This design comes from an exercise in tuning for small area, a short achievable clock period and few clock cycles per item on the open sky130 flow, not from production work. Where RTL was checked, it was by simulation tests only, not by an equivalence proof against the original. Function not checked in runs 1 to 6: the RTL went through the layout flow alone. Power figures rest on the tool's default switching activity, not on a simulated workload.

==> flow/design.v <==
module rmt_wrapper #(
    parameter int unsigned C_S_AXIS_DATA_WIDTH  = 512,
    parameter int unsigned C_S_AXIS_TUSER_WIDTH = 128,
    parameter int unsigned C_M_AXIS_DATA_WIDTH  = 512,
    parameter int unsigned C_S_AXI_DATA_WIDTH   = 32,
    parameter int unsigned C_S_AXI_ADDR_WIDTH   = 12,
    parameter logic [31:0] C_BASEADDR           = 32'h80000000,
    parameter int unsigned PHV_ADDR_WIDTH       = 4
) (
    input  logic                              clk,
    input  logic                              aresetn,
    input  logic [C_S_AXIS_DATA_WIDTH-1:0]    s_axis_tdata,
    input  logic [C_S_AXIS_DATA_WIDTH/8-1:0]  s_axis_tkeep,
    input  logic [C_S_AXIS_TUSER_WIDTH-1:0]   s_axis_tuser,
    input  logic                              s_axis_tvalid,
    output logic                              s_axis_tready,
    input  logic                              s_axis_tlast,
    output logic [C_M_AXIS_DATA_WIDTH-1:0]    m_axis_tdata,
    output logic [C_M_AXIS_DATA_WIDTH/8-1:0]  m_axis_tkeep,
    output logic [C_S_AXIS_TUSER_WIDTH-1:0]   m_axis_tuser,
    output logic                              m_axis_tvalid,
    input  logic                              m_axis_tready,
    output logic                              m_axis_tlast
);
    localparam int unsigned DATA_W  = C_M_AXIS_DATA_WIDTH;
    localparam int unsigned KEEP_W  = DATA_W / 8;
    localparam int unsigned USER_W  = C_S_AXIS_TUSER_WIDTH;
    localparam int unsigned ENTRIES = 1 << PHV_ADDR_WIDTH;
    localparam int unsigned KEY_W   = 16;
    logic unused_c;
    assign unused_c = ^{C_S_AXI_DATA_WIDTH, C_S_AXI_ADDR_WIDTH, C_BASEADDR};
    function automatic logic [7:0] pkt_byte(input logic [DATA_W-1:0] d, input int unsigned n);
        pkt_byte = d[8*n +: 8];
    endfunction
    function automatic logic [15:0] be16(input logic [DATA_W-1:0] d, input int unsigned n);
        be16 = {pkt_byte(d, n), pkt_byte(d, n + 1)};
    endfunction
    function automatic logic [31:0] be32(input logic [DATA_W-1:0] d, input int unsigned n);
        be32 = {be16(d, n), be16(d, n + 2)};
    endfunction
    logic                  beat0_q, drop_q;
    logic [KEY_W-1:0]      tbl_key_q [ENTRIES];
    logic [2:0]            tbl_code_q [ENTRIES];
    logic                  m_valid_q;
    logic [DATA_W-1:0]     m_data_q;
    logic [KEEP_W-1:0]     m_keep_q;
    logic [USER_W-1:0]     m_user_q;
    logic                  m_last_q;
    logic                  s_ready_c, accept_c;
    logic                  is_udp_c, is_cfg_c, cfg_wr_c, drop_beat_c;
    logic [KEY_W-1:0]      data_key_c;
    logic [ENTRIES-1:0]    match_c;
    logic [2:0]            hit_code_c;
    logic [4:0]            act_c;
    logic [2:0]            wr_code_c;
    logic [7:0]            wr_op_c;
    assign s_ready_c     = !m_valid_q || m_axis_tready;
    assign accept_c      = s_axis_tvalid && s_ready_c;
    assign s_axis_tready = s_ready_c;
    always_comb begin
        is_udp_c   = (be16(s_axis_tdata, 12) == 16'h8100) &&
                     (be16(s_axis_tdata, 16) == 16'h0800) &&
                     (pkt_byte(s_axis_tdata, 27) == 8'h11);
        is_cfg_c   = is_udp_c && (be16(s_axis_tdata, 40) == 16'hF1F2);
        data_key_c = be16(s_axis_tdata, 46);
    end
    always_comb begin
        for (int i = 0; i < ENTRIES; i++)
            match_c[i] = (tbl_code_q[i] != 3'd0) && (tbl_key_q[i] == data_key_c);
        hit_code_c = 3'd0;
        for (int i = ENTRIES - 1; i >= 0; i--)
            if (match_c[i]) hit_code_c = tbl_code_q[i];
    end
    always_comb begin
        act_c = 5'd0;
        if (is_udp_c && s_axis_tkeep[59]) begin
            case (hit_code_c)
                3'd1: act_c = 5'b00001;
                3'd2: act_c = 5'b00010;
                3'd3: act_c = 5'b00100;
                3'd4: act_c = 5'b01000;
                3'd5: act_c = 5'b10000;
                default: act_c = 5'd0;
            endcase
        end
    end
    logic [31:0]       op_a, op_b, res;
    logic [DATA_W-1:0] mod_data_c;
    always_comb begin
        op_a = be32(s_axis_tdata, 48);
        op_b = be32(s_axis_tdata, 52);
        res  = ({32{act_c[0]}} & (op_a + op_b)) |
               ({32{act_c[1]}} & (op_a - op_b)) |
               ({32{act_c[2]}} & (op_a & op_b)) |
               ({32{act_c[3]}} & (op_a | op_b)) |
               ({32{act_c[4]}} & (op_a ^ op_b));
        mod_data_c = s_axis_tdata;
        if (beat0_q && act_c != 5'd0) begin
            for (int i = 0; i < 4; i++)
                mod_data_c[8*(56 + i) +: 8] = res[8*(3 - i) +: 8];
        end
    end
    always_comb begin
        drop_beat_c = beat0_q ? is_cfg_c : drop_q;
        cfg_wr_c    = accept_c && beat0_q && is_cfg_c;
        wr_op_c     = pkt_byte(s_axis_tdata, 49);
        if (!s_axis_tdata[8*50])
            wr_code_c = 3'd0;
        else if (wr_op_c >= 8'd1 && wr_op_c <= 8'd5)
            wr_code_c = wr_op_c[2:0];
        else
            wr_code_c = 3'd6;
    end
    always_ff @(posedge clk or posedge aresetn) begin
        if (aresetn) begin
            beat0_q   <= 1'b1;
            drop_q    <= 1'b0;
            m_valid_q <= 1'b0;
        end else if (s_ready_c) begin
            m_valid_q <= s_axis_tvalid && !drop_beat_c;
            if (s_axis_tvalid) begin
                beat0_q <= s_axis_tlast;
                drop_q  <= drop_beat_c && !s_axis_tlast;
            end
        end
    end
    always_ff @(posedge clk) begin
        if (s_ready_c) begin
            m_data_q <= mod_data_c;
            m_keep_q <= s_axis_tkeep;
            m_user_q <= s_axis_tuser;
            m_last_q <= s_axis_tlast;
        end
    end
    always_ff @(posedge clk or posedge aresetn) begin
        if (aresetn) begin
            for (int i = 0; i < ENTRIES; i++) tbl_code_q[i] <= 3'd0;
        end else if (cfg_wr_c) begin
            tbl_code_q[s_axis_tdata[8*46 +: PHV_ADDR_WIDTH]] <= wr_code_c;
        end
    end
    always_ff @(posedge clk) begin
        if (cfg_wr_c) tbl_key_q[s_axis_tdata[8*46 +: PHV_ADDR_WIDTH]] <= be16(s_axis_tdata, 47);
    end
    assign m_axis_tdata  = m_data_q;
    assign m_axis_tvalid = m_valid_q;
    assign m_axis_tkeep  = m_keep_q;
    assign m_axis_tuser  = m_user_q;
    assign m_axis_tlast  = m_last_q;
endmodule
==> flow/run.sh <==
#!/bin/bash
# synth_recipe.tcl (not shown) runs the flow's synth.tcl, then flattens the netlist and writes it again
# the make line also repeats each setting of config.mk as NAME=value (left out here)
make -C /OpenROAD-flow-scripts/flow DESIGN_CONFIG=/design/flow/config.mk WORK_HOME=/design/flow/orfs CLKGATE_MAP_FILE= SYNTH_SCRIPT=/design/flow/synth_recipe.tcl finish
==> flow/config.mk <==
export PLATFORM = sky130hd
export DESIGN_NAME = rmt_wrapper
export DESIGN_NICKNAME = rmt_wrapper
export VERILOG_FILES = /design/flow/design.v
export SDC_FILE = /design/flow/constraint.sdc
export NUM_CORES = 4
export LEC_CHECK = 0
export ABC_AREA = 1
export ABC_CLOCK_PERIOD_IN_PS = 3000
export CAP_MARGIN = 20
export CORE_AREA = 5 5 325 325
export DIE_AREA = 0 0 330 330
export SETUP_SLACK_MARGIN = 4.0
export SLEW_MARGIN = 20
==> flow/constraint.sdc <==
create_clock -name core_clock -period 8.5 [get_ports {clk}]
set_input_delay 1.7000 -clock core_clock [delete_from_list [all_inputs] [get_ports {clk}]]
set_output_delay 1.7000 -clock core_clock [all_outputs]
set_load 0.01 [all_outputs]
==> results of run 1 <==
==> logic make-up after synthesis <==
family                   synth area share, %
flip-flops                              74.7
AND/OR/NAND/NOR                         9.80
buffers and inverters                   4.02
AO/OA/AOI/OAI                           4.58
XOR/XNOR                                3.88
adder cells (fa/ha/maj)                 3.04
==> results_dict.tcl, run 1 <==
set metrics [dict create \
    syn_nets 3692 \
    synthTopCellsByArea "edfxtp_1, nand2_1, dfrtp_1" \
    status "stopped before the end" \
    ys_seq_elements 1012 \
    netlist_area_um2 40400 \
    async_flop_share_pct 5.04 \
    die_w_um 330 \
    synth_top_cell_area_share_pct 71.5 \
    synth.avg_cell_area_um2 14.0 \
    synth-edff-count 961 \
    ys.flop_type "edfxtp_1" \
    synth_most_common_cell "edfxtp_1" \
    ys_types 60 \
    num_rows 117 \
    failing_step "3_2_place_iop" \
    synth_area_leader_cell "edfxtp_1" \
    initial_core_util_pct 39.7 \
    yosysWarningCount 2 \
    yosysSeqAreaShare_pct 74.7 \
    synthCells 2886 \
    error_line "[ERROR PPL-0024] Number of IO pins (1416) exceeds maximum number of available positions (1192). Increase the die perimeter from 1320.00um to 1925.76um." \
    netlist_top_cells_count "edfxtp_1, nand2_1, inv_1" \
    die_h_um 330 \
]
==> inputs of run 2 (changes only) <==
==> flow/config.mk (replaced) <==
export PLATFORM = sky130hd
export DESIGN_NAME = rmt_wrapper
export DESIGN_NICKNAME = rmt_wrapper
export VERILOG_FILES = /design/flow/design.v
export SDC_FILE = /design/flow/constraint.sdc
export NUM_CORES = 4
export LEC_CHECK = 0
export CAP_MARGIN = 20
export CORE_AREA = 5 5 325 325
export DIE_AREA = 0 0 330 330
export SLEW_MARGIN = 20
==> run 2 against run 1 <==
Against the previous run:
- the run again fails in 3_2_place_iop
- synthesized cell count decreased by 10%
- area after synthesis grew 0.78%
==> results_dict.tcl, run 2 <==
set metrics [dict create \
    yosysSeqAreaShare_pct 74.1 \
    async_flop_share_pct 5.04 \
    muxShareOfSynthArea_pct 0.243 \
    synth_compound_area_share_pct 6.33 \
    synth_most_common_cell "edfxtp_1" \
    synth_top_cell_area_share_pct 71.0 \
    synthXorXnorAreaFrac_pct 6.01 \
    status "stopped before the end" \
    synth_top_family_by_area "simple AND/OR/NAND/NOR gates" \
    netlist_area_um2 40700 \
    ys_types 95 \
    initial_core_util_pct 40.0 \
    die_h_um 330 \
    synth.avg_cell_area_um2 15.7 \
    synth-edff-count 961 \
    ys.flop_type "edfxtp_1" \
    ys_seq_elements 1012 \
    die_w_um 330 \
    syn_nets 3393 \
    synth-simple-area-share_pct 7.89 \
    synthCells 2587 \
    failing_step "3_2_place_iop" \
    yosysWarningCount 2 \
    synth_adder_area_share_pct 3.02 \
    netlist_top_cells_count "edfxtp_1, xor2_1, nand2_1" \
    error_line "[ERROR PPL-0024] Number of IO pins (1416) exceeds maximum number of available positions (1192). Increase the die perimeter from 1320.00um to 1925.76um." \
    synthTopCellsByArea "edfxtp_1, xor2_1, dfrtp_1" \
    synth_area_leader_cell "edfxtp_1" \
    num_rows 117 \
]
==> run 2: changes by cell type after synthesis, moves of 27 or more <==
cell,change
o21ai_1,-33
xor2_1,+52
nor2_1,-42
and3_1,+33
inv_1,-173
nand2_1,-354
nor3_1,+43
or2_1,-27
xnor2_1,+48
==> run 2: cell families after synthesis <==
group | count (synthesis)
AOI/OAI and AO/OA | 366
xor gates and xnor gates | 279
adders and majority gates | 97
buffers and inverters | 204
DFF | 1012
muxes | 8
and+or+nand+nor | 621
==> inputs of run 3 (changes only) <==
--- a/flow/config.mk
+++ b/flow/config.mk
@@ -6,6 +6,6 @@
 export NUM_CORES = 4
 export LEC_CHECK = 0
 export CAP_MARGIN = 20
-export CORE_AREA = 5 5 325 325
-export DIE_AREA = 0 0 330 330
+export CORE_AREA = 5 5 485 485
+export DIE_AREA = 0 0 490 490
 export SLEW_MARGIN = 20
==> run 3 against run 2 <==
Against the previous run:
- area after synthesis unchanged
- the run now finishes clean
- synthesized cell count unchanged
==> results_dict.tcl, run 3 <==
set metrics [dict create \
    status "finished clean" \
    ys_seq_elements 1012 \
    cts_resized 0 \
    nNetsFinal 4905 \
    leakagePower_nw 22.0 \
    fin_crit_ns 6.32 \
    crit_fanout 11 \
    crit_path_end_kind "register" \
    globalRouteOverflowTotal 0 \
    num_rows 176 \
    power_density_nw_per_um2 213 \
    ys_types 95 \
    die_w_um 490 \
    holdBufCountCts 0 \
    cpMaxStageDelayCell "clkdlybuf4s50_1" \
    clkTransAtPathRegs_ns 0.06 \
    maxSlewViolCount 0 \
    netlist_top_cells_count "edfxtp_1, xor2_1, nand2_1" \
    top_register "m_data_q" \
    ff2ff_path_depth 13 \
    drc_errors 0 \
    yosysWarningCount 2 \
    critPathKind "input port to register" \
    period_share_pct 74.4 \
    vias 32000 \
    routed_wl_mm 346 \
    synth-edff-count 961 \
    critPathMostFrequentCell "buf_4" \
    p_comb_share_pct 13.8 \
    switchingPower_mw 3.69 \
    finalHoldViolations 0 \
    rsz0062_at_grt "no" \
    grt_pass1_vias 30100 \
    dr.pass1.iters 5 \
    num-fill-cells 23400 \
    final_common_cell "clkdlybuf4s50_1" \
    layout.cells.non_filler 7378 \
    max_slew.worst_pin.slew_ns 1.10 \
    vdd_drop_max_mv 0.154 \
    synth_top_cell_area_share_pct 71.0 \
    cp.required_ns 9.00 \
    area_growth_pct 55.9 \
    path_cells "clkdlybuf4s50_1, xor2_1, nor4_1, and3_1, o211ai_1, a2111oi_1, nor4b_1, buf_4, or3_1, nand4_1, buf_4, a31oi_1, a2111oi_0, nor2_1" \
    power.internal_mw 9.80 \
    syn_nets 3393 \
    synth.avg_cell_area_um2 15.7 \
    grt.total_usage_pct 27.9 \
    hold_path.class "register to register" \
    netlist_area_um2 40700 \
    drtIter0Drc 3768 \
    gp_congestion 0.975 \
    grt_start_max_net_pins 165 \
    via_per_inst 4.34 \
    power_frac_seq_pct 43.8 \
    power.total_mw 13.5 \
    initial_core_util_pct 17.7 \
    yosysSeqAreaShare_pct 74.1 \
    core_area_um2 230000 \
    max_slew_margin_pct 26.8 \
    postRouteAntennaNets 0 \
    fmax_ghz 0.158 \
    die_area_um2 240000 \
    startpoint "s_axis_tdata[373]" \
    hpwlAfterDp_mm 303 \
    cts_buffer_depth 3 \
    cts_made_buffers 130 \
    critPathArrivalTime_ns 6.82 \
    cts_tree "yes" \
    cts_root_buf "clkbuf_16" \
    r2r-start "tbl_key_q[15][1]$_DFFE_PP_" \
    cts-htree-levels 4 \
    cp-endpoint "m_data_q[454]$_DFFE_PN_" \
    synthCells 2587 \
    finalSetupViolations 0 \
    max_stage_delay_ns 0.92 \
    cap_violations 0 \
    synthTopCellsByArea "edfxtp_1, xor2_1, dfrtp_1" \
    async_flop_share_pct 5.04 \
    synth_most_common_cell "edfxtp_1" \
    grt_pass1_wl_mm 414 \
    ys.flop_type "edfxtp_1" \
    clock-sinks 1012 \
    largest_reg_flops 512 \
    insertion_delay_ns 0.82 \
    layout-drive-gt1-share_pct 8.21 \
    synth_area_leader_cell "edfxtp_1" \
    layout_common_cells "clkdlybuf4s50_1, edfxtp_1, xor2_1" \
    antenna_found_initial 352 \
    fin_worst_skew_ns 0.0538 \
    routedWlPerCell_um 46.9 \
    start_kind "input port" \
    die_h_um 490 \
    swShare_pct 27.3 \
    clockPowerShare_pct 42.3 \
    io-pin-count 1416 \
    cts_setup_buffers 0 \
    rrSetupSlack_ns 3.54 \
    r2r_end "m_data_q[454]$_DFFE_PN_" \
    port_buffers 1415 \
    place_inst 6993 \
]
[run 3: cell counts after synthesis]
Identical to the previous run, type by type.
[run 3: worst min-delay path by stage]
stage                                        from                       endpoint  cells past startpoint
finish                         drop_q$_DFFE_PP0P_             drop_q$_DFFE_PP0P_                      2
global route         tbl_code_q[5][1]$_DFFE_PP0P_   tbl_code_q[5][1]$_DFFE_PP0P_                      2
CTS                            drop_q$_DFFE_PP0P_             drop_q$_DFFE_PP0P_                      2
detailed placement             drop_q$_DFFE_PP0P_             drop_q$_DFFE_PP0P_                      2
global placement               drop_q$_DFFE_PP0P_             drop_q$_DFFE_PP0P_                      2
floorplan           tbl_code_q[15][1]$_DFFE_PP0P_  tbl_code_q[15][1]$_DFFE_PP0P_                      2
[run 3: per-stage QoR]
stage | hold slack, ns | util (%) | TNS [ns] | setup slack, ns | cell area, µm²
final | 0.522 | 27.6 | 0 | 2.18 | 63400
after detailed placement | 0.506 | 25.6 | 0 | 1.45 | 58700
after global placement | 0.488 | 25.6 | 0 | 1.13 | 58700
after CTS | 0.519 | 27.4 | 0 | 2.30 | 63000
after floorplan | 0.464 | - | -167.50 | -0.657 | 40800
after global routing | 0.550 | 27.5 | 0 | 2.08 | 63100
[run 3: cell families (layout without fill, tap and decap cells)]
| kind of cell | count (synthesis) | count (layout) | share of synthesized area [%] |
|---|---|---|---|
| xor+xnor | 279 | 279 | 6.01 |
| mux | 8 | 8 | 0.243 |
| fa+ha+maj | 97 | 97 | 3.02 |
| buf+inv | 204 | 1820 | 2.41 |
| other cells | 0 | 149 | 0 |
| simple gates | 621 | 621 | 7.89 |
| compound gates | 366 | 366 | 6.33 |
| flops | 1012 | 1012 | 74.1 |
[run 3: worst max-delay path, delay by kind of cell]
| family | cells | cell delay (ns) |
|---|---|---|
| XOR/XNOR | 1 | 0.37 |
| AND/OR/NAND/NOR | 6 | 1.84 |
| buffers and inverters | 3 | 1.37 |
| AO/OA/AOI/OAI | 4 | 1.51 |
[run 3: cell type report]
type	count	area, µm²	area share [%]
clock inverters	77	868	1.37
repair buffers	1472	14600	23.1
multi-input cells	1371	9730	15.3
inverters	112	422	0.665
clock buffers	159	3460	5.45
well taps	3026	3790	5.97
flip-flops and latches	1012	30100	47.5
diodes	149	373	0.588
[run 3: per-layer routing]
| layer | share of wire [%] | vias up | routed length (µm) | global-route usage, % |
|---|---|---|---|---|
| met5 | 0.46 | - | 1600 | 0 |
| met4 | 3.2 | 236 | 11100 | 8.20 |
| met3 | 23 | 696 | 78500 | 28.0 |
| met2 | 39 | 2092 | 135000 | 37.7 |
| met1 | 35 | 16000 | 120000 | 29.8 |
| li1 | - | 13000 | - | - |
[run 3: power groups by stage]
| stage | logic (mW) | clock network, mW | registers (mW) |
|---|---|---|---|
| 2_1_floorplan | 0.374 | 0 | 6.10 |
| 3_3_place_gp | 1.88 | 0 | 6.01 |
| 3_5_place_dp | 1.87 | 0 | 6.02 |
| 4_1_cts | 1.88 | 5.87 | 5.92 |
| 5_1_grt | 1.93 | 6.06 | 5.93 |
| 6_report | 1.86 | 5.71 | 5.92 |
==> inputs of run 4 (changes only) <==
--- a/flow/config.mk
+++ b/flow/config.mk
@@ -5,7 +5,10 @@
 export SDC_FILE = /design/flow/constraint.sdc
 export NUM_CORES = 4
 export LEC_CHECK = 0
+export ABC_AREA = 1
+export ABC_CLOCK_PERIOD_IN_PS = 3000
 export CAP_MARGIN = 20
 export CORE_AREA = 5 5 485 485
 export DIE_AREA = 0 0 490 490
+export SETUP_SLACK_MARGIN = 4.0
 export SLEW_MARGIN = 20
==> run 4 against run 3 <==
Against the previous run:
- register-to-register slack better by 0.74 ns
- non-clock buffer count up 174
- utilization up 1.2 points
- total power up 1.3%
- via count up 3.2%
- critical path type unchanged
- largest cell class unchanged
==> results_dict.tcl, run 4 <==
set metrics [dict create \
    start_kind "input port" \
    num_rows 176 \
    postRouteAntennaNets 0 \
    die_h_um 490 \
    cts_buffer_depth 3 \
    multi_input_area_um2 9510 \
    layout-drive-gt1-share_pct 14.7 \
    critPathMostFrequentCell "nand2_1" \
    cap_violations 0 \
    globalRouteOverflowTotal 0 \
    ys_seq_elements 1012 \
    setup_tns_ns 0 \
    max_slew_margin_pct 28.3 \
    synth_most_common_cell "edfxtp_1" \
    num-fill-cells 23300 \
    place_ws_ns 1.33 \
    insertion_delay_ns 0.80 \
    setup_slack_ns 3.61 \
    netlist_top_cells_count "edfxtp_1, nand2_1, inv_1" \
    rsz0062_at_grt "yes" \
    gp_congestion 1.01 \
    crit_fanout 8 \
    fmax_ghz 0.204 \
    max_slew.worst_pin.slew_ns 1.07 \
    hpwlAfterDp_mm 252 \
    initial_core_util_pct 17.6 \
    grt_start_max_net_pins 137 \
    critPathKind "input port to register" \
    ys_types 60 \
    drtIter0Drc 3492 \
    leakagePower_nw 24.5 \
    fin_crit_ns 4.89 \
    synth-edff-count 961 \
    async_flop_share_pct 5.04 \
    grt_pass1_wl_mm 371 \
    clock-sinks 1012 \
    die_area_um2 240000 \
    cts_root_buf "clkbuf_16" \
    core_area_um2 230000 \
    vias 33000 \
    synth_area_leader_cell "edfxtp_1" \
    fin_worst_skew_ns 0.0483 \
    ys.flop_type "edfxtp_1" \
    port_buffers 1415 \
    finalSetupViolations 0 \
    synth.avg_cell_area_um2 14.0 \
    period_share_pct 57.6 \
    finalHoldViolations 0 \
    routed_wl_mm 301 \
    synthCells 2886 \
    cts_tree "yes" \
    critPathArrivalTime_ns 5.45 \
    syn_nets 3692 \
    area_growth_pct 64.2 \
    cpMaxStageDelayCell "nor2_4" \
    die_w_um 490 \
    max_stage_delay_ns 0.23 \
    drc_errors 0 \
    status "finished clean" \
    hold_path.class "register to register" \
    via_per_inst 4.22 \
    cts-htree-levels 4 \
    top_register "m_data_q" \
    netlist_area_um2 40400 \
    io-pin-count 1416 \
    yosysSeqAreaShare_pct 74.7 \
    synthTopCellsByArea "edfxtp_1, nand2_1, dfrtp_1" \
    synth_top_cell_area_share_pct 71.5 \
    register_area_um2 30100 \
    holdBufCountCts 0 \
    nNetsFinal 5401 \
    dr.pass1.iters 6 \
    clkTransAtPathRegs_ns 0.06 \
    maxSlewViolCount 0 \
    layout_common_cells "clkdlybuf4s50_1, edfxtp_1, nand2_1" \
    yosysWarningCount 2 \
    crit_path_end_kind "register" \
    grt_pass1_vias 31600 \
    grt.total_usage_pct 24.2 \
    cts_made_buffers 132 \
    routedWlPerCell_um 38.5 \
    vdd_drop_max_mv 0.221 \
    largest_reg_flops 512 \
    final_common_cell "clkdlybuf4s50_1" \
    antenna_found_initial 343 \
    power_density_nw_per_um2 206 \
    cp.required_ns 9.06 \
]
## run 4: cell type report
class | count | share of cell area [%]
Multi-Input combinational cell | 1499 | 14.4
Timing Repair Buffer | 1646 | 25.5
Sequential cell | 1012 | 45.5
Tap cell | 3026 | 5.72
Antenna cell | 103 | 0.389
Inverter | 304 | 1.88
Clock buffer | 159 | 5.23
Clock inverter | 74 | 1.40
## run 4: kinds of logic (layout without fill, tap and decap cells)
group,count (synthesis),in the layout,synth area share [%]
xor gates and xnor gates,179,179,3.88
buffers and inverters,379,2183,4.02
other,0,103,0
adders and majority gates,97,97,3.04
and+or+nand+nor,902,906,9.80
AOI/OAI and AO/OA,317,317,4.58
DFF,1012,1012,74.7
## run 4: timing repair
item                                    in CTS  in global routing
endpoints found under the setup margin     337                184
endpoints found under the hold margin        0                  0
cloned                                      13                  1
pin swaps                                   64                118
setup buffers                               86                 86
resized for setup                          277                141
## run 4: final timing paths
| path | startpoint | endpoint | slack, ns | cells after the start |
|---|---|---|---|---|
| max reg2reg | tbl_key_q[12][1]$_DFFE_PP_ | m_data_q[463]$_DFFE_PN_ | 4.28 | 39 |
| min | tbl_code_q[0][1]$_DFFE_PP0P_ | tbl_code_q[0][1]$_DFFE_PP0P_ | 0.49 | 2 |
| max in group asynchronous | aresetn | tbl_code_q[5][2]$_DFFE_PP0P_ | 6.49 | 3 |
| max | s_axis_tdata[380] | m_data_q[463]$_DFFE_PN_ | 3.61 | 40 |
| min in group asynchronous | aresetn | tbl_code_q[12][1]$_DFFE_PP0P_ | 1.49 | 3 |
| min reg2reg | tbl_code_q[0][1]$_DFFE_PP0P_ | tbl_code_q[0][1]$_DFFE_PP0P_ | 0.49 | 2 |
## run 4: metrics by stage
stage | instance area [µm²] | utilization (%) | instances | hold WS (ns) | total power [mW]
floorplan | 40500 | - | 2886 | 0.453 | 6.47
global placement | 58400 | 25.4 | 7301 | 0.468 | 7.86
detailed placement | 58400 | 25.4 | 7301 | 0.474 | 7.87
CTS | 64700 | 28.2 | 7633 | 0.490 | 13.8
global route | 66200 | 28.8 | 7786 | 0.537 | 14.1
finish | 66200 | 28.8 | 7823 | 0.490 | 13.7
## run 4: worst max-delay path, delay by kind of cell
| family | cells | cell delay [ns] |
|---|---|---|
| xor+xnor | 1 | 0.16 |
| simple gates | 31 | 2.65 |
| buf+inv | 8 | 0.92 |
## run 4: routing by layer
layer,vias up,share of wire [%],track usage (%)
met3,874,11,9.67
met1,16100,33,24.6
li1,13700,-,-
met2,2284,50,42.9
met5,-,0.21,0
met4,92,6.2,12.0
## run 4: power breakdown
group,internal [mW],total [mW],switching [mW]
logic,0.898,1.96,1.06
registers,5.79,5.89,0.107
clock network,3.40,5.81,2.41
total,10.1,13.7,3.58
==> inputs of run 5 (changes only) <==
--- a/flow/design.v
+++ b/flow/design.v
@@ -64,12 +64,28 @@
         is_cfg_c   = is_udp_c && (be16(s_axis_tdata, 40) == 16'hF1F2);
         data_key_c = be16(s_axis_tdata, 46);
     end
+    logic [2:0] pc1 [8];
+    logic [2:0] pc2 [4];
+    logic [2:0] pc3 [2];
+    logic [7:0] pm1;
+    logic [3:0] pm2;
+    logic [1:0] pm3;
     always_comb begin
         for (int i = 0; i < ENTRIES; i++)
             match_c[i] = (tbl_code_q[i] != 3'd0) && (tbl_key_q[i] == data_key_c);
-        hit_code_c = 3'd0;
-        for (int i = ENTRIES - 1; i >= 0; i--)
-            if (match_c[i]) hit_code_c = tbl_code_q[i];
+        for (int i = 0; i < 8; i++) begin
+            pm1[i] = match_c[2*i] | match_c[2*i+1];
+            pc1[i] = match_c[2*i] ? tbl_code_q[2*i] : (match_c[2*i+1] ? tbl_code_q[2*i+1] : 3'd0);
+        end
+        for (int i = 0; i < 4; i++) begin
+            pm2[i] = pm1[2*i] | pm1[2*i+1];
+            pc2[i] = pm1[2*i] ? pc1[2*i] : pc1[2*i+1];
+        end
+        for (int i = 0; i < 2; i++) begin
+            pm3[i] = pm2[2*i] | pm2[2*i+1];
+            pc3[i] = pm2[2*i] ? pc2[2*i] : pc2[2*i+1];
+        end
+        hit_code_c = pm3[0] ? pc3[0] : pc3[1];
     end
     always_comb begin
         act_c = 5'd0;
==> flow/flow/run.sh (new file) <==
#!/bin/bash
# Standard ORFS layout, with the port buffers made from the smallest buffer
# cell instead of the default delay buffer. Full tool output goes to
# flow_standard.log in the work folder.
set -uo pipefail
bash standard.sh 'BUFFER_PORTS_ARGS=-buffer_cell sky130_fd_sc_hd__buf_1' finish > flow_standard.log 2>&1
==> flow/standard.sh (new file) <==
#!/bin/bash
# synth_recipe.tcl (not shown) runs the flow's synth.tcl, then flattens the netlist and writes it again
# the make line also repeats each setting of config.mk as NAME=value (left out here)
make -C /OpenROAD-flow-scripts/flow DESIGN_CONFIG=/design/flow/config.mk WORK_HOME=/design/flow/orfs CLKGATE_MAP_FILE= SYNTH_SCRIPT=/design/flow/synth_recipe.tcl "${@:-finish}"
removed: flow/run.sh
==> run 5 against run 4 <==
Against the previous run:
- clock power down 3.6%
- sequential power rose by 1%
- global-route usage rose by 1.7 points
- final cell count up 6.8%
- die area did not move
==> results_dict.tcl, run 5 <==
set metrics [dict create \
    hpwlAfterDp_mm 277 \
    io-pin-count 1416 \
    synth-edff-count 961 \
    place_area_um2 51400 \
    num-fill-cells 24500 \
    cts_tree "yes" \
    finalHoldViolations 0 \
    leakagePower_nw 21.4 \
    grt_start_max_net_pins 170 \
    hold_path.class "register to register" \
    grt.total_usage_pct 25.9 \
    clockPowerShare_pct 42.6 \
    insertion_delay_ns 0.80 \
    vias 35700 \
    max_stage_delay_ns 0.66 \
    fin_crit_ns 4.44 \
    finalSetupViolations 0 \
    port_buffers 1415 \
    num_rows 176 \
    netlist_top_cells_count "edfxtp_1, nand2_1, inv_1" \
    drc_errors 0 \
    path_cells "buf_1, nor4_1, nand4_1, nor2_2, nand2_1, nor2_1, nand2_1, nor2_1, inv_2, nor2_4, inv_2, nand2_1, o21ai_0" \
    place_ws_ns 2.32 \
    synth_most_common_cell "edfxtp_1" \
    power.internal_mw 9.31 \
    layout-drive-gt1-share_pct 8.90 \
    synthCells 3491 \
    ys_types 47 \
    initial_core_util_pct 18.4 \
    die_w_um 490 \
    nNetsFinal 5864 \
    max_slew_margin_pct 19.4 \
    grt_pass1_vias 33500 \
    netlist_area_um2 42300 \
    gp_congestion 1.14 \
    crit_path_end_kind "register" \
    drtIter0Drc 4373 \
    worstPathBufferInverterCount 3 \
    crit_fanout 17 \
    largest_reg_flops 512 \
    ys_seq_elements 1012 \
    synth_area_leader_cell "edfxtp_1" \
    clkTransAtPathRegs_ns 0.06 \
    synthTopCellsByArea "edfxtp_1, nand2_1, inv_1" \
    clock-sinks 1012 \
    swShare_pct 29.2 \
    synth.avg_cell_area_um2 12.1 \
    top_register "m_data_q" \
    p_comb_share_pct 12.0 \
    grt_pass1_wl_mm 396 \
    die_h_um 490 \
    power_density_nw_per_um2 230 \
    ys.flop_type "edfxtp_1" \
    die_area_um2 240000 \
    cts_buffer_depth 3 \
    cp_top_family "simple AND/OR/NAND/NOR gates" \
    globalRouteOverflowTotal 0 \
    vdd_drop_max_mv 0.167 \
    cpMaxStageDelayCell "nor4_1" \
    layout_common_cells "buf_1, edfxtp_1, nand2_1" \
    async_flop_share_pct 5.04 \
    cts_root_buf "clkbuf_16" \
    syn_nets 4297 \
    max_slew.worst_pin.slew_ns 1.21 \
    maxSlewViolCount 0 \
    setup_slack_ns 4.06 \
    critPathKind "input port to register" \
    yosysWarningCount 5 \
    design_area_um2 57100 \
    postRouteAntennaNets 0 \
    dr.pass1.iters 8 \
    cp.required_ns 9.14 \
    setup_tns_ns 0 \
    rsz0062_at_grt "no" \
    critPathArrivalTime_ns 5.07 \
    final_common_cell "buf_1" \
    area_growth_pct 35.1 \
    status "finished clean" \
    switchingPower_mw 3.84 \
    cts_made_buffers 131 \
    routed_wl_mm 325 \
    yosysSeqAreaShare_pct 71.3 \
    cap_violations 0 \
    fmax_ghz 0.225 \
    period_share_pct 52.2 \
    antenna_found_initial 209 \
    fin_worst_skew_ns 0.0536 \
    core_area_um2 230000 \
    routedWlPerCell_um 38.9 \
    power_frac_seq_pct 45.4 \
    via_per_inst 4.28 \
    synth_top_cell_area_share_pct 68.3 \
    critPathMostFrequentCell "nand2_1" \
    start_kind "input port" \
    cts-htree-levels 4 \
]
==> run 5: changes by cell type after synthesis, sizes merged, moves of 18 or more <==
| cell | before | now |
|---|---|---|
| o22ai | 37 | 0 |
| nand3 | 56 | 167 |
| or2 | 59 | 6 |
| nor4 | 31 | 10 |
| nor2 | 171 | 401 |
| buf | 55 | 73 |
| xor2 | 141 | 89 |
| nand2 | 498 | 778 |
| inv | 304 | 420 |
| a21oi | 71 | 112 |
==> run 5: what timing repair did <==
item	4_1_cts	5_1_grt
hold buffers	0	0
gates resized for setup	38	54
setup endpoints to repair	292	35
pin swaps	13	4
setup buffers	34	24
cloned	1	5
==> run 5: final cells by class <==
class	instances	area [µm²]	share of cell area (%)
multi-input combinational	1966	10300	18.0
sequential	1012	30100	52.8
antenna	172	430	0.753
inverter	420	1620	2.83
clock inverter	65	718	1.26
timing repair inverter	1	11.3	0.0197
timing repair buffer	1526	6670	11.7
clock buffer	169	3490	6.12
tap	3026	3790	6.63
==> run 5: cell families after synthesis <==
family          count (synthesis)  synth area share, %
xor+xnor                      138                 2.86
simple gates                 1438                 14.0
buf+inv                       515                 5.13
flops                        1012                 71.3
fa+ha+maj                      97                 2.91
compound gates                291                 3.84
==> run 5: metrics by stage <==
| step | total power, mW | utilization [%] | std cells | hold slack (ns) |
|---|---|---|---|---|
| 2_1_floorplan | 6.52 | - | 3491 | 0.453 |
| 4_1_cts | 13.3 | 24.5 | 8155 | 0.492 |
| 5_1_grt | 13.6 | 24.7 | 8230 | 0.517 |
| 6_report | 13.2 | 24.9 | 8357 | 0.490 |
| 3_3_place_gp | 7.64 | 22.4 | 7886 | 0.466 |
| 3_5_place_dp | 7.64 | 22.4 | 7886 | 0.478 |
==> run 5: metal layers <==
layer | global-route usage (%) | share of wire, %
met3 | 11.5 | 14
met4 | 10.1 | 4.8
met2 | 39.2 | 43
met1 | 32.3 | 38
met5 | 0 | 0.13
==> run 5: power by group through the flow <==
stage / logic [mW] / clock network, mW / registers, mW
after floorplan: 0.389 / 0 / 6.13
after global placement: 1.57 / 0 / 6.07
after detailed placement: 1.57 / 0 / 6.07
after CTS: 1.58 / 5.75 / 5.97
after global routing: 1.65 / 5.92 / 5.99
final: 1.58 / 5.60 / 5.97
==> run 5: worst paths after layout <==
check	startpoint	to	slack, ns	depth (start not counted)
worst max-delay path	s_axis_tdata[139]	tbl_code_q[1][0]$_DFFE_PP0P_	4.06	13
worst min-delay path	tbl_code_q[10][2]$_DFFE_PP0P_	tbl_code_q[10][2]$_DFFE_PP0P_	0.49	2
worst max register to register	tbl_code_q[3][2]$_DFFE_PP0P_	m_data_q[475]$_DFFE_PN_	5.11	22
worst min register to register	tbl_code_q[10][2]$_DFFE_PP0P_	tbl_code_q[10][2]$_DFFE_PP0P_	0.49	2
max in group asynchronous	aresetn	beat0_q$_DFFE_PP1P_	6.99	3
min in group asynchronous	aresetn	tbl_code_q[2][0]$_DFFE_PP0P_	0.92	2
==> run 5: tightest hold or removal path, cell delays in order, from the launching register on <==
cell	delay [ns]
dfrtp_1	0.34
nand2_1	0.05
o21ai_0	0.06
==> inputs of run 6 (changes only) <==
--- a/flow/config.mk
+++ b/flow/config.mk
@@ -9,6 +9,7 @@
 export ABC_CLOCK_PERIOD_IN_PS = 3000
 export CAP_MARGIN = 20
 export CORE_AREA = 5 5 485 485
+export CTS_BUF_LIST = sky130_fd_sc_hd__clkbuf_4 sky130_fd_sc_hd__clkbuf_8
 export DIE_AREA = 0 0 490 490
 export SETUP_SLACK_MARGIN = 4.0
 export SLEW_MARGIN = 20
==> run 6 against run 5 <==
Against the previous run:
- still clean
- critical path depth rose by 9
- count of clock-buffer cells in the layout grew 93
- wire length is 0.58% lower
- clock skew is 0.034 ns higher
- first-iteration DRC count down 8.3%
- sequential cell count did not move
- area after synthesis did not move
- largest cell class unchanged
- largest power group unchanged
==> results_dict.tcl, run 6 <==
set metrics [dict create \
    insertion_delay_ns 0.98 \
    drtIter0Drc 4012 \
    finalHoldViolations 0 \
    area_growth_pct 32.9 \
    maxSlewViolCount 0 \
    synth_top_cell_area_share_pct 68.3 \
    die_h_um 490 \
    antenna_found_initial 206 \
    synth_top_family_by_area "simple AND/OR/NAND/NOR gates" \
    async_flop_share_pct 5.04 \
    num_rows 176 \
    leakagePower_nw 21.1 \
    clock-sinks 1012 \
    largest_reg_flops 512 \
    drc_errors 0 \
    startpoint "s_axis_tdata[376]" \
    synth_adder_area_share_pct 2.91 \
    layout-drive-gt1-share_pct 9.94 \
    ys.flop_type "edfxtp_1" \
    synth-simple-area-share_pct 14.0 \
    routed_wl_mm 323 \
    syn_nets 4297 \
    r2r-start "tbl_code_q[3][2]$_DFFE_PP0P_" \
    yosysWarningCount 5 \
    ys_types 47 \
    critPathKind "input port to register" \
    max_slew_margin_pct 17.9 \
    place_ws_ns 2.32 \
    netlist_top_cells_count "edfxtp_1, nand2_1, inv_1" \
    hold_path.class "register to register" \
    muxShareOfSynthArea_pct 0 \
    synthXorXnorAreaFrac_pct 2.86 \
    port_buffers 1415 \
    status "finished clean" \
    gp_congestion 1.14 \
    die_w_um 490 \
    synthCells 3491 \
    clkTransAtPathRegs_ns 0.06 \
    synthTopCellsByArea "edfxtp_1, nand2_1, inv_1" \
    hold_depth 2 \
    layout_common_cells "buf_1, edfxtp_1, nand2_1" \
    hold-worst-slack_ns 0.494 \
    synth_most_common_cell "edfxtp_1" \
    synth-edff-count 961 \
    grt_pass1_wl_mm 397 \
    cap_violations 0 \
    critPathArrivalTime_ns 5.17 \
    start_kind "input port" \
    synth_compound_area_share_pct 3.84 \
    cts-htree-levels 4 \
    grt_pass1_vias 33900 \
    fin_crit_ns 4.44 \
    grt.total_usage_pct 25.9 \
    vias 35800 \
    top_register "m_data_q" \
    globalRouteOverflowTotal 0 \
    cts_buffer_depth 3 \
    routedWlPerCell_um 38.4 \
    yosysSeqAreaShare_pct 71.3 \
    cp.required_ns 9.23 \
    grt_start_max_net_pins 170 \
    synth_area_leader_cell "edfxtp_1" \
    hp-start "tbl_code_q[3][1]$_DFFE_PP0P_" \
    ys_seq_elements 1012 \
    r2r_end "m_data_q[475]$_DFFE_PN_" \
    finalSetupViolations 0 \
    ff2ff_path_depth 21 \
    hpwlAfterDp_mm 277 \
    post-route-util_pct 24.5 \
    fin_worst_skew_ns 0.0877 \
    power_density_nw_per_um2 228 \
    final_common_cell "buf_1" \
    setup_tns_ns 0 \
    vdd_drop_max_mv 0.136 \
    initial_core_util_pct 18.4 \
    netlist_area_um2 42300 \
    dr.pass1.iters 8 \
    worstHoldEndpoint "tbl_code_q[3][1]$_DFFE_PP0P_" \
    period_share_pct 52.3 \
    nNetsFinal 5877 \
    crit_fanout 35 \
    postRouteAntennaNets 0 \
    cts_made_buffers 194 \
    cts_tree "yes" \
    max_slew.worst_pin.slew_ns 1.24 \
    cts_root_buf "clkbuf_8" \
    rrSetupSlack_ns 4.94 \
    setup_slack_ns 4.06 \
    crit_path_end_kind "register" \
    die_area_um2 240000 \
    holdBufCountCts 0 \
    synth.avg_cell_area_um2 12.1 \
    fmax_ghz 0.225 \
    io-pin-count 1416 \
    via_per_inst 4.26 \
    core_area_um2 230000 \
    rsz0062_at_grt "yes" \
]
[run 6: cell counts after synthesis]
No cell type changed its count.
[run 6: worst max-delay path, stage by stage]
cell,delay [ns]
buf_1,0.09
buf_6,0.37
inv_2,0.29
nand2_1,0.12
nand2_1,0.09
nor2_1,0.10
nand2_1,0.06
nor2_1,0.09
nand3_1,0.22
nand2_2,0.20
nor2_1,0.09
nor2_2,0.15
nand3_1,0.08
nand2_1,0.16
inv_2,0.08
a21oi_4,0.19
buf_8,0.25
nand2_2,0.16
buf_4,0.24
o21ai_0,0.17
nor2_1,0.05
a21oi_1,0.17
[run 6: what timing repair did]
action                                  4_1_cts  5_1_grt
buffers inserted                              0       13
pin swaps                                     0        2
resized for setup                            23       22
cloned                                        1        0
endpoints found under the setup margin       32       36
[run 6: logic make-up after synthesis]
family                     after synthesis
AOI/OAI and AO/OA                      291
adders and majority gates               97
xor gates and xnor gates               138
and+or+nand+nor                       1438
buffers and inverters                  515
DFF                                   1012
[run 6: worst max path at each step]
stage	to	slack, ns	cells after the start
after detailed placement	m_data_q[475]$_DFFE_PN_	2.32	24
after CTS	m_data_q[475]$_DFFE_PN_	4.02	22
after global placement	m_data_q[448]$_DFFE_PN_	2.35	22
after floorplan	s_axis_tready	2.34	2
final	m_data_q[475]$_DFFE_PN_	4.06	22
after global routing	m_data_q[475]$_DFFE_PN_	3.99	25
[run 6: routing by layer]
layer  vias up  track usage [%]  wire (µm)
li1      15100                -          -
met1     17700             32.2     126000
met2      2319             39.5     139000
met3       558             11.5      41700
met4        82             10.0      15400
met5         -                0        531
[run 6: through the flow]
| stage | cells | power (mW) | area [µm²] |
|---|---|---|---|
| final | 8397 | 12.8 | 56200 |
| after global routing | 8305 | 13.3 | 55900 |
| after detailed placement | 7886 | 7.64 | 51400 |
| after global placement | 7886 | 7.64 | 51400 |
| after CTS | 8244 | 13.0 | 55600 |
| after floorplan | 3491 | 6.52 | 42400 |
[run 6: power by group]
part           total, mW  leakage (nW)  internal [mW]  switching (mW)
clock               5.29          2.17           2.88            2.41
combinational       1.57          8.84          0.324            1.24
sequential          5.97          10.1           5.79           0.180
[run 6: layout make-up]
cell class / count / area [µm²]
Sequential cell: 1012 / 30100
Inverter: 420 / 1610
Multi-Input combinational cell: 1964 / 10200
Clock buffer: 262 / 3250
Antenna cell: 139 / 348
Timing Repair inverter: 1 / 8.76
Fill cell: 24700 / 174000
Tap cell: 3026 / 3790
Clock inverter: 95 / 885
Timing Repair Buffer: 1478 / 5980
==> inputs of run 7 (changes only) <==
--- a/flow/design.v
+++ b/flow/design.v
@@ -54,7 +54,7 @@
     logic [4:0]            act_c;
     logic [2:0]            wr_code_c;
     logic [7:0]            wr_op_c;
-    assign s_ready_c     = !m_valid_q || m_axis_tready;
+    assign s_ready_c     = m_axis_tready;
     assign accept_c      = s_axis_tvalid && s_ready_c;
     assign s_axis_tready = s_ready_c;
     always_comb begin
--- a/flow/config.mk
+++ b/flow/config.mk
@@ -9,7 +9,9 @@
 export ABC_CLOCK_PERIOD_IN_PS = 3000
 export CAP_MARGIN = 20
 export CORE_AREA = 5 5 485 485
-export CTS_BUF_LIST = sky130_fd_sc_hd__clkbuf_4 sky130_fd_sc_hd__clkbuf_8
+export CTS_BUF_LIST = sky130_fd_sc_hd__clkbuf_16
+export CTS_CLUSTER_DIAMETER = 100
+export CTS_CLUSTER_SIZE = 30
 export DIE_AREA = 0 0 490 490
 export SETUP_SLACK_MARGIN = 4.0
 export SLEW_MARGIN = 20
==> run 7 against run 6 <==
Against the previous run:
- non-clock buffer count up 33
- final cell count fell by 2.7%
- total power down 11%
- via count is 2.1% lower
- synthesized cell count down 1.0%
- area after synthesis down 0.14%
- setup slack gained 0.037 ns
- first-iteration DRC count grew 19%
- clock power fell by 24%
- global-route usage up 0.35 points
- combinational power is 5% lower
- critical endpoint is now m_data_q[459]$_DFFE_PP_
- highest routed layer unchanged
==> results_dict.tcl, run 7 <==
set metrics [dict create \
    max_slew.worst_pin.slew_ns 1.22 \
    rsz0062_at_grt "no" \
    layout-drive-gt1-share_pct 6.86 \
    start_kind "input port" \
    startpoint "s_axis_tdata[442]" \
    vias 35000 \
    worstPathBufferInverterCount 2 \
    synthTopCellsByArea "edfxtp_1, nand2_1, nor2_1" \
    cp.required_ns 8.97 \
    crit_path_end_kind "register" \
    async_flop_share_pct 5.04 \
    maxSlewViolCount 0 \
    die_h_um 490 \
    syn_nets 4262 \
    io-pin-count 1416 \
    path_cells "buf_1, inv_1, ha_1, nand3_1, nand3_1, a21oi_1, o21bai_1, a21oi_1, o21ai_0, a21oi_1, xor2_1, nand3_1, nand2_1, nor2_1, a21oi_1" \
    num-fill-cells 24700 \
    ys.flop_type "edfxtp_1" \
    fin_crit_ns 4.41 \
    hold_path.class "register to register" \
    grt_start_max_net_pins 162 \
    cap_violations 0 \
    finalHoldViolations 0 \
    synth-edff-count 961 \
    synth-simple-area-share_pct 14.1 \
    synth_area_leader_cell "edfxtp_1" \
    max_stage_delay_ns 0.57 \
    core_area_um2 230000 \
    worstHoldEndpoint "drop_q$_DFFE_PP0P_" \
    nNetsFinal 5751 \
    muxShareOfSynthArea_pct 0 \
    critPathMostFrequentCell "a21oi_1" \
    layout_common_cells "buf_1, edfxtp_1, nand2_1" \
    cts_buffer_depth 3 \
    critPathArrivalTime_ns 4.87 \
    via_per_inst 4.29 \
    drc_errors 0 \
    largest_reg_flops 512 \
    yosysWarningCount 5 \
    die_area_um2 240000 \
    crit_fanout 7 \
    design_area_um2 55000 \
    synthCells 3456 \
    num_rows 176 \
    drtIter0Drc 4779 \
    area_growth_pct 30.3 \
    hold_depth 1 \
    final_common_cell "buf_1" \
    antenna_found_initial 249 \
    status "finished clean" \
    postRouteAntennaNets 0 \
    r2r_end "m_data_q[465]$_DFFE_PP_" \
    synth_top_family_by_area "simple AND/OR/NAND/NOR gates" \
    rrSetupSlack_ns 5.11 \
    r2r-start "tbl_code_q[0][0]$_DFFE_PP0P_" \
    cts_root_buf "clkbuf_16" \
    routedWlPerCell_um 40.3 \
    setup_tns_ns 0 \
    fmax_ghz 0.227 \
    clkTransAtPathRegs_ns 0.10 \
    ys_types 48 \
    cts_tree "yes" \
    power_density_nw_per_um2 208 \
    place_area_um2 51300 \
    finalSetupViolations 0 \
    netlist_area_um2 42200 \
    vdd_drop_max_mv 0.189 \
    synth_compound_area_share_pct 3.66 \
    insertion_delay_ns 0.76 \
    top_register "m_data_q" \
    routed_wl_mm 329 \
    cpMaxStageDelayCell "o21ai_0" \
    critPathKind "input port to register" \
    die_w_um 490 \
    netlist_top_cells_count "edfxtp_1, nand2_1, nor2_1" \
    register_area_um2 30100 \
    synth_top_cell_area_share_pct 68.4 \
    port_buffers 1415 \
    period_share_pct 51.8 \
    leakagePower_nw 20.1 \
    grt_pass1_vias 32600 \
    hpwlAfterDp_mm 284 \
    grt.total_usage_pct 26.3 \
    yosysSeqAreaShare_pct 71.4 \
    dr.pass1.iters 7 \
    max_slew_margin_pct 19.0 \
    synthXorXnorAreaFrac_pct 3.09 \
    synth.avg_cell_area_um2 12.2 \
    grt_pass1_wl_mm 400 \
    ys_seq_elements 1012 \
    cp_top_family "compound AO/OA/AOI/OAI gates" \
    cts_made_buffers 70 \
    gp_congestion 1.07 \
    initial_core_util_pct 18.4 \
    ff2ff_path_depth 20 \
    fin_worst_skew_ns 0.0714 \
    cts-htree-levels 3 \
    synth_adder_area_share_pct 2.91 \
    globalRouteOverflowTotal 0 \
    hp-start "drop_q$_DFFE_PP0P_" \
    multi_input_area_um2 10200 \
    synth_most_common_cell "edfxtp_1" \
    clock-sinks 1012 \
]
==> run 7: changes by cell type in the layout (fill, tap and decap cells not counted), sizes merged, moves of 6 or more <==
| cell | change |
|---|---|
| clkbuf | -188 |
| clkinv | -49 |
| buf | +30 |
| xor2 | +20 |
| nand2 | -16 |
| nor3 | +15 |
| o21ai | -15 |
| inv | -13 |
| bufinv | -10 |
| diode | +9 |
| xnor2 | -9 |
| nand3 | -6 |
==> run 7: how the worst max path moves through the flow <==
stage / end / slack, ns / depth (start not counted)
detailed placement: tbl_code_q[1][0]$_DFFE_PP0P_ / 2.41 / 16
floorplan: tbl_code_q[8][1]$_DFFE_PP0P_ / 4.41 / 13
global placement: tbl_code_q[1][2]$_DFFE_PP0P_ / 2.52 / 16
CTS: m_data_q[469]$_DFFE_PP_ / 4.04 / 24
finish: m_data_q[459]$_DFFE_PP_ / 4.09 / 15
global route: m_data_q[464]$_DFFE_PP_ / 3.99 / 24
==> run 7: final cells by class <==
| type | count | share of cell area, % |
|---|---|---|
| antenna | 148 | 0.674 |
| clock buffer | 71 | 3.23 |
| clock inverter | 56 | 1.48 |
| inverter | 387 | 2.70 |
| multi-input combinational | 1963 | 18.6 |
| sequential | 1012 | 54.8 |
| tap | 3026 | 6.89 |
| timing repair buffer | 1511 | 11.6 |
==> run 7: stage by stage <==
stage | setup WS [ns] | power, mW | cells | hold slack, ns | util, %
finish | 4.09 | 11.4 | 8174 | 0.483 | 23.9
global route | 3.99 | 11.8 | 8053 | 0.511 | 23.8
CTS | 4.04 | 11.6 | 8016 | 0.485 | 23.6
detailed placement | 2.41 | 7.55 | 7869 | 0.461 | 22.3
global placement | 2.52 | 7.54 | 7869 | 0.455 | 22.3
floorplan | 4.41 | 6.42 | 3456 | 0.444 | -
==> run 7: logic make-up after synthesis <==
family	count (synthesis)
xor gates and xnor gates	149
and+or+nand+nor	1438
adders and majority gates	97
DFF	1012
buffers and inverters	482
AOI/OAI and AO/OA	278
==> run 7: what timing repair did <==
action | in CTS | in global routing
setup buffers | 20 | 6
hold buffers | 0 | 0
hold endpoints to repair | 0 | 0
setup endpoints to repair | 176 | 44
gates resized for setup | 60 | 57
pin swaps | 7 | 5
gates cloned | 0 | 4
==> run 7: worst reg2reg max path: stages (launching register included) <==
cell	delay [ns]
dfrtp_1	0.41
nor3_1	0.43
nor2_1	0.07
nand2_1	0.07
nor2_1	0.05
nand3_2	0.15
nand2_2	0.12
inv_1	0.07
nand2_1	0.12
nor2_4	0.22
nand3_2	0.17
nand2_4	0.15
nor2_4	0.05
buf_8	0.15
inv_2	0.05
nand2_1	0.08
nand2_4	0.15
nand2_8	0.11
buf_4	0.23
nor2_1	0.17
a21oi_1	0.09
==> run 7: per-layer routing <==
layer / vias up / share of wire [%] / track usage [%]
li1: 14800 / - / -
met3: 554 / 16 / 16.1
met4: 144 / 3.7 / 7.36
met2: 2261 / 42 / 38.8
met1: 17300 / 38 / 32.0
met5: - / 0.29 / 0
==> run 7: power breakdown <==
part | switching, mW | total (mW) | internal (mW)
clock network | 2.25 | 4.01 | 1.76
registers | 0.192 | 5.96 | 5.77
logic | 1.15 | 1.49 | 0.335
total | 3.59 | 11.4 | 7.86
Testbench counts of run 7, summed over its fixed seeds: cycles 9,756, items 9,749.
==> inputs of run 8 (changes only) <==
--- a/flow/config.mk
+++ b/flow/config.mk
@@ -10,8 +10,8 @@
 export CAP_MARGIN = 20
 export CORE_AREA = 5 5 485 485
 export CTS_BUF_LIST = sky130_fd_sc_hd__clkbuf_16
-export CTS_CLUSTER_DIAMETER = 100
-export CTS_CLUSTER_SIZE = 30
+export CTS_CLUSTER_DIAMETER = 80
+export CTS_CLUSTER_SIZE = 24
 export DIE_AREA = 0 0 490 490
-export SETUP_SLACK_MARGIN = 4.0
+export SETUP_SLACK_MARGIN = 4.8
 export SLEW_MARGIN = 20
==> run 8 against run 7 <==
Against the previous run:
- count of clock-buffer cells in the layout increased by 28
- cell area increased by 6.6%
- critical path type unchanged
- clock power increased by 25%
- largest power group unchanged
- highest routed layer unchanged
==> results_dict.tcl, run 8 <==
set metrics [dict create \
    critPathArrivalTime_ns 4.36 \
    yosysWarningCount 5 \
    nNetsFinal 5852 \
    r2r-start "tbl_code_q[3][0]$_DFFE_PP0P_" \
    ys_types 48 \
    drc_errors 0 \
    finalHoldViolations 0 \
    initial_core_util_pct 18.4 \
    rsz0062_at_grt "yes" \
    grt_pass1_wl_mm 413 \
    crit_fanout 15 \
    synth_adder_area_share_pct 2.91 \
    routed_wl_mm 340 \
    vdd_drop_max_mv 0.140 \
    grt_start_max_net_pins 171 \
    synth_top_family_by_area "simple AND/OR/NAND/NOR gates" \
    insertion_delay_ns 0.78 \
    setup_tns_ns 0 \
    largest_reg_flops 512 \
    ys.flop_type "edfxtp_1" \
    synth.avg_cell_area_um2 12.2 \
    num_rows 176 \
    layout_common_cells "buf_1, edfxtp_1, nand2_1" \
    drtIter0Drc 4998 \
    max_slew.worst_pin.slew_ns 1.22 \
    cts_tree "yes" \
    syn_nets 4262 \
    critPathKind "input port to register" \
    setup_slack_ns 4.62 \
    hold_path.class "register to register" \
    synthCells 3456 \
    fmax_ghz 0.258 \
    cts_buffer_depth 3 \
    hold_depth 1 \
    die_area_um2 240000 \
    yosysSeqAreaShare_pct 71.4 \
    fin_crit_ns 3.88 \
    synth-edff-count 961 \
    synth_compound_area_share_pct 3.66 \
    synth_top_cell_area_share_pct 68.4 \
    leakagePower_nw 21.5 \
    period_share_pct 45.6 \
    area_growth_pct 38.8 \
    layout-drive-gt1-share_pct 14.0 \
    gp_congestion 1.03 \
    hold-worst-slack_ns 0.484 \
    power_density_nw_per_um2 216 \
    muxShareOfSynthArea_pct 0 \
    globalRouteOverflowTotal 0 \
    final_common_cell "buf_1" \
    maxSlewViolCount 0 \
    start_kind "input port" \
    antenna_found_initial 233 \
    dr.pass1.iters 6 \
    synthTopCellsByArea "edfxtp_1, nand2_1, nor2_1" \
    core_area_um2 230000 \
    async_flop_share_pct 5.04 \
    top_register "m_data_q" \
    place_ws_ns 2.31 \
    fin_worst_skew_ns 0.0514 \
    post-route-util_pct 25.5 \
    vias 36000 \
    hp-start "drop_q$_DFFE_PP0P_" \
    status "finished clean" \
    netlist_top_cells_count "edfxtp_1, nand2_1, nor2_1" \
    io-pin-count 1416 \
    synthXorXnorAreaFrac_pct 3.09 \
    cp.required_ns 8.98 \
    netlist_area_um2 42200 \
    power.total_mw 12.7 \
    max_slew_margin_pct 19.3 \
    via_per_inst 4.37 \
    synth_most_common_cell "edfxtp_1" \
    crit_path_end_kind "register" \
    port_buffers 1415 \
    die_h_um 490 \
    finalSetupViolations 0 \
    die_w_um 490 \
    cts_made_buffers 96 \
    ys_seq_elements 1012 \
    synth-simple-area-share_pct 14.1 \
    grt_pass1_vias 33500 \
    postRouteAntennaNets 0 \
    hpwlAfterDp_mm 288 \
    ff2ff_path_depth 19 \
    holdBufCountCts 0 \
    grt.total_usage_pct 27.2 \
    cts-htree-levels 3 \
    clkTransAtPathRegs_ns 0.08 \
    cts_root_buf "clkbuf_16" \
    clock-sinks 1012 \
    startpoint "s_axis_tdata[383]" \
    cap_violations 0 \
    routedWlPerCell_um 41.2 \
    synth_area_leader_cell "edfxtp_1" \
]
## run 8: final timing paths
check / endpoint / slack, ns
min: drop_q$_DFFE_PP0P_ / 0.48
min in group asynchronous: tbl_code_q[8][2]$_DFFE_PP0P_ / 1.25
max: m_data_q[458]$_DFFE_PP_ / 4.62
max reg2reg: m_data_q[450]$_DFFE_PP_ / 5.21
max in group asynchronous: tbl_code_q[4][0]$_DFFE_PP0P_ / 6.68
min reg2reg: drop_q$_DFFE_PP0P_ / 0.48
## run 8: area by class of cell
type                    count  area, µm²
diodes                     93        233
multi-input cells        1966      11300
flip-flops and latches   1012      30100
repair buffers           1583       7930
clock buffers              99       2480
fillers                 24400     171000
well taps                3026       3790
clock inverters            81       1170
inverters                 387       1550
## run 8: critical path, stage by stage
cell	delay, ns
buf_2	0.15
buf_12	0.17
buf_4	0.16
nand2_1	0.06
nand2_1	0.04
nor2_1	0.11
nand2_1	0.11
nor2_4	0.19
nand3_4	0.14
nand2_4	0.11
nor2_4	0.07
nor2_2	0.13
nand2_1	0.07
nor2_2	0.15
nor2_4	0.06
nor2_4	0.14
nor2_4	0.06
buf_12	0.14
buf_8	0.16
nand2_1	0.10
nor2_1	0.05
nor2_1	0.16
a21oi_1	0.09
## run 8: routing by layer
metal	vias up	global-route usage, %	share of wire (%)
met1	18000	36.0	41
met3	497	10.8	13
li1	15000	-	-
met4	76	7.12	3.3
met5	-	0	0.15
met2	2438	41.2	43
## run 8: kinds of logic (layout without fill, tap and decap cells)
logic type	count (synthesis)	after routing
adders and majority gates	97	97
xor gates and xnor gates	149	149
other	0	93
DFF	1012	1012
AOI/OAI and AO/OA	278	278
and+or+nand+nor	1438	1442
buffers and inverters	482	2150
## run 8: where the power goes
| group | leakage, nW | switching [mW] | internal (mW) |
|---|---|---|---|
| registers | 9.91 | 0.276 | 5.77 |
| logic | 9.87 | 1.24 | 0.388 |
| clock network | 1.76 | 2.63 | 2.38 |
## run 8: what timing repair did
action / 4_1_cts / 5_1_grt
resized for setup: 375 / 129
cloned: 17 / 3
buffers inserted: 105 / 4
pin swaps: 85 / 48
setup endpoints to repair: 366 / 293
endpoints found under the hold margin: 0 / 0
## run 8: metrics by stage
stage | cells | instance area [µm²]
after CTS | 8146 | 57800
after detailed placement | 7844 | 51300
final | 8247 | 58600
after global routing | 8160 | 58400
after global placement | 7844 | 51300
after floorplan | 3456 | 42500
==> inputs of run 9 (changes only) <==
--- a/flow/config.mk
+++ b/flow/config.mk
@@ -13,5 +13,5 @@
 export CTS_CLUSTER_DIAMETER = 80
 export CTS_CLUSTER_SIZE = 24
 export DIE_AREA = 0 0 490 490
-export SETUP_SLACK_MARGIN = 4.8
+export SETUP_SLACK_MARGIN = 4.4
 export SLEW_MARGIN = 20
==> run 9 against run 8 <==
Against the previous run:
- sequential share of layout area is 1.7 points higher
- cell area is 3.3% lower
- via count is 0.65% lower
- still clean on timing, DRC and antenna
==> results_dict.tcl, run 9 <==
set metrics [dict create \
    postRouteAntennaNets 0 \
    ys_types 48 \
    cts_buffer_depth 3 \
    synth_top_cell_area_share_pct 68.4 \
    place_area_um2 51300 \
    io-pin-count 1416 \
    routedWlPerCell_um 40.3 \
    area_growth_pct 34.3 \
    status "finished clean" \
    crit_fanout 17 \
    grt_start_max_net_pins 162 \
    critPathArrivalTime_ns 4.74 \
    period_share_pct 48.2 \
    port_buffers 1415 \
    cts-htree-levels 3 \
    maxSlewViolCount 0 \
    top_usage_layer "met2" \
    cap_violations 0 \
    largest_reg_flops 512 \
    fin_crit_ns 4.10 \
    syn_nets 4262 \
    max_slew.worst_pin.slew_ns 1.16 \
    clock-sinks 1012 \
    design_area_um2 56700 \
    synth-edff-count 961 \
    vias 35800 \
    fin_worst_skew_ns 0.0837 \
    setup_slack_ns 4.40 \
    cp.required_ns 9.15 \
    layout_common_cells "buf_1, edfxtp_1, nand2_1" \
    netlist_area_um2 42200 \
    cts_root_buf "clkbuf_16" \
    drtIter0Drc 4713 \
    setup_tns_ns 0 \
    hold-worst-slack_ns 0.473 \
    initial_core_util_pct 18.4 \
    grt_use_met3_pct 15.7 \
    dr.pass1.iters 5 \
    ys.flop_type "edfxtp_1" \
    rsz0062_at_grt "no" \
    crit_path_end_kind "register" \
    place_ws_ns 2.41 \
    finalHoldViolations 0 \
    clkTransAtPathRegs_ns 0.09 \
    globalRouteOverflowTotal 0 \
    top_register "m_data_q" \
    num-fill-cells 24600 \
    die_h_um 490 \
    leakagePower_nw 20.9 \
    grt_pass1_wl_mm 403 \
    yosysWarningCount 5 \
    grt_pass1_vias 32900 \
    synth_most_common_cell "edfxtp_1" \
    grt.total_usage_pct 26.5 \
    synth.avg_cell_area_um2 12.2 \
    finalSetupViolations 0 \
    power.total_mw 12.1 \
    critPathKind "input port to register" \
    layout-drive-gt1-share_pct 9.57 \
    power_density_nw_per_um2 214 \
    hpwlAfterDp_mm 284 \
    use_met1_pct 32.3 \
    cts_tree "yes" \
    num_rows 176 \
    insertion_delay_ns 0.80 \
    async_flop_share_pct 5.04 \
    nNetsFinal 5816 \
    die_area_um2 240000 \
    synth_area_leader_cell "edfxtp_1" \
    cts_made_buffers 92 \
    max_slew_margin_pct 22.7 \
    gr-usage-met2_pct 39.4 \
    synthCells 3456 \
    start_kind "input port" \
    gp_congestion 1.07 \
    antenna_found_initial 251 \
    via_per_inst 4.34 \
    fmax_ghz 0.244 \
    ys_seq_elements 1012 \
    yosysSeqAreaShare_pct 71.4 \
    die_w_um 490 \
    routed_wl_mm 332 \
    netlist_top_cells_count "edfxtp_1, nand2_1, nor2_1" \
    synthTopCellsByArea "edfxtp_1, nand2_1, nor2_1" \
    drc_errors 0 \
    core_area_um2 230000 \
    vdd_drop_max_mv 0.177 \
    hold_path.class "register to register" \
    final_common_cell "buf_1" \
]
[run 9: changes by cell type in the layout (fill, tap and decap cells not counted), moves of 18 or more]
cell and change:
nor2_1 +68, buf_12 -18, diode_2 +46, nor2_4 -35, nor2_2 -35, buf_1 +38
nand2_1 +23
[run 9: layer usage]
| layer | routed length [µm] | up-vias |
|---|---|---|
| met3 | 52800 | 564 |
| met5 | 967 | - |
| met2 | 140000 | 2359 |
| met4 | 12600 | 148 |
| met1 | 126000 | 17800 |
| li1 | - | 15000 |
[run 9: worst max-delay path: stages]
cell     delay [ns]
buf_1          0.38
nor4_1         0.41
nand4_1        0.46
nor2_2         0.27
nand4_1        0.19
nor2_4         0.24
nand2_1        0.10
nor2_1         0.12
inv_1          0.18
nor2_1         0.18
buf_6          0.23
inv_1          0.12
nand2_1        0.08
o21ai_0        0.07
[run 9: through the flow]
| stage | util (%) | instances |
|---|---|---|
| global placement | 22.3 | 7869 |
| finish | 24.7 | 8252 |
| global route | 24.6 | 8146 |
| detailed placement | 22.3 | 7869 |
| floorplan | - | 3456 |
| CTS | 24.2 | 8078 |
[run 9: cells by family after synthesis]
| kind of cell | Yosys count | share of synthesized area (%) |
|---|---|---|
| AOI/OAI and AO/OA | 278 | 3.66 |
| xor gates and xnor gates | 149 | 3.09 |
| adders and majority gates | 97 | 2.91 |
| buffers and inverters | 482 | 4.89 |
| DFF | 1012 | 71.4 |
| and+or+nand+nor | 1438 | 14.1 |
[run 9: layout make-up]
class                           instances  area [µm²]  share of cell area [%]
Sequential cell                      1012       30100                    53.2
Timing Repair Buffer                 1554        7010                    12.4
Clock inverter                         79        1030                    1.82
Antenna cell                          139         348                   0.614
Tap cell                             3026        3790                    6.68
Multi-Input combinational cell       1963       10500                    18.6
Clock buffer                           92        2300                    4.06
Inverter                              387        1520                    2.68
[run 9: path summary, 6_finish.rpt]
path,start,end,slack [ns],cells after the start
worst max-delay path,s_axis_tdata[143],tbl_code_q[6][1]$_DFFE_PP0P_,4.40,14
worst min-delay path,drop_q$_DFFE_PP0P_,drop_q$_DFFE_PP0P_,0.47,1
worst max register to register,tbl_code_q[0][1]$_DFFE_PP0P_,m_data_q[477]$_DFFE_PP_,5.23,20
worst min register to register,drop_q$_DFFE_PP0P_,drop_q$_DFFE_PP0P_,0.47,1
max in group asynchronous,aresetn,tbl_code_q[0][2]$_DFFE_PP0P_,6.79,3
min in group asynchronous,aresetn,tbl_code_q[14][1]$_DFFE_PP0P_,1.16,3
[run 9: what timing repair did]
item                                    4_1_cts  5_1_grt
endpoints found under the setup margin      336      187
pin swaps                                    13       17
buffers inserted                             34       30
hold buffers                                  0        0
gates cloned                                  4        5
resized for setup                           119      132
[run 9: where the power goes]
part           switching (mW)  internal (mW)  total, mW
Combinational            1.16          0.355       1.52
Sequential              0.192           5.77       5.96
Clock                    2.40           2.27       4.67
Total                    3.76           8.39       12.1

==> afterwards: timing with drivers on the ports <==
The results above use ideal ports. As a check the final layouts listed here were re-extracted and re-timed, cells and wires unchanged.
Step 1 (the two cells are an assumption about what drives the block):
set clk [get_ports {clk}]
set_driving_cell -lib_cell sky130_fd_sc_hd__clkbuf_16 $clk
set_driving_cell -lib_cell sky130_fd_sc_hd__buf_2 [delete_from_list [all_inputs] $clk]
Step 2 times the ports against the registers' clock, not the clock port: input delays grow and output delays shrink by t, the midpoint of the rising clock arrivals with the driver on.
Slacks: ideal ports / drivers / drivers and shift; pairs: ideal ports / drivers.
run | t, ns | setup slack, ns | slew at the worst register clock pin (ns) | worst data-port slew with drivers (ns)
run 3 | 0.872 | 2.177 / 2.234 / 1.362 | 0.07 / 0.07 | 0.57
run 4 | 0.881 | 3.607 / 3.657 / 2.777 | 0.06 / 0.06 | 0.44
run 5 | 0.839 | 4.063 / 4.099 / 3.260 | 0.06 / 0.06 | 0.53
run 6 | 1.000 | 4.057 / 4.094 / 3.095 | 0.07 / 0.07 | 0.48
run 7 | 0.798 | 4.094 / 4.116 / 3.318 | 0.12 / 0.12 | 0.47
run 8 | 0.822 | 4.623 / 4.571 / 3.749 | 0.10 / 0.10 | 0.43
run 9 | 0.827 | 4.404 / 4.423 / 3.596 | 0.10 / 0.10 | 0.50
After both steps setup and hold are still met in every run listed. The setup slack of run 6, which loses most, moves by +0.037 ns with the drivers and by -0.962 ns with both steps.
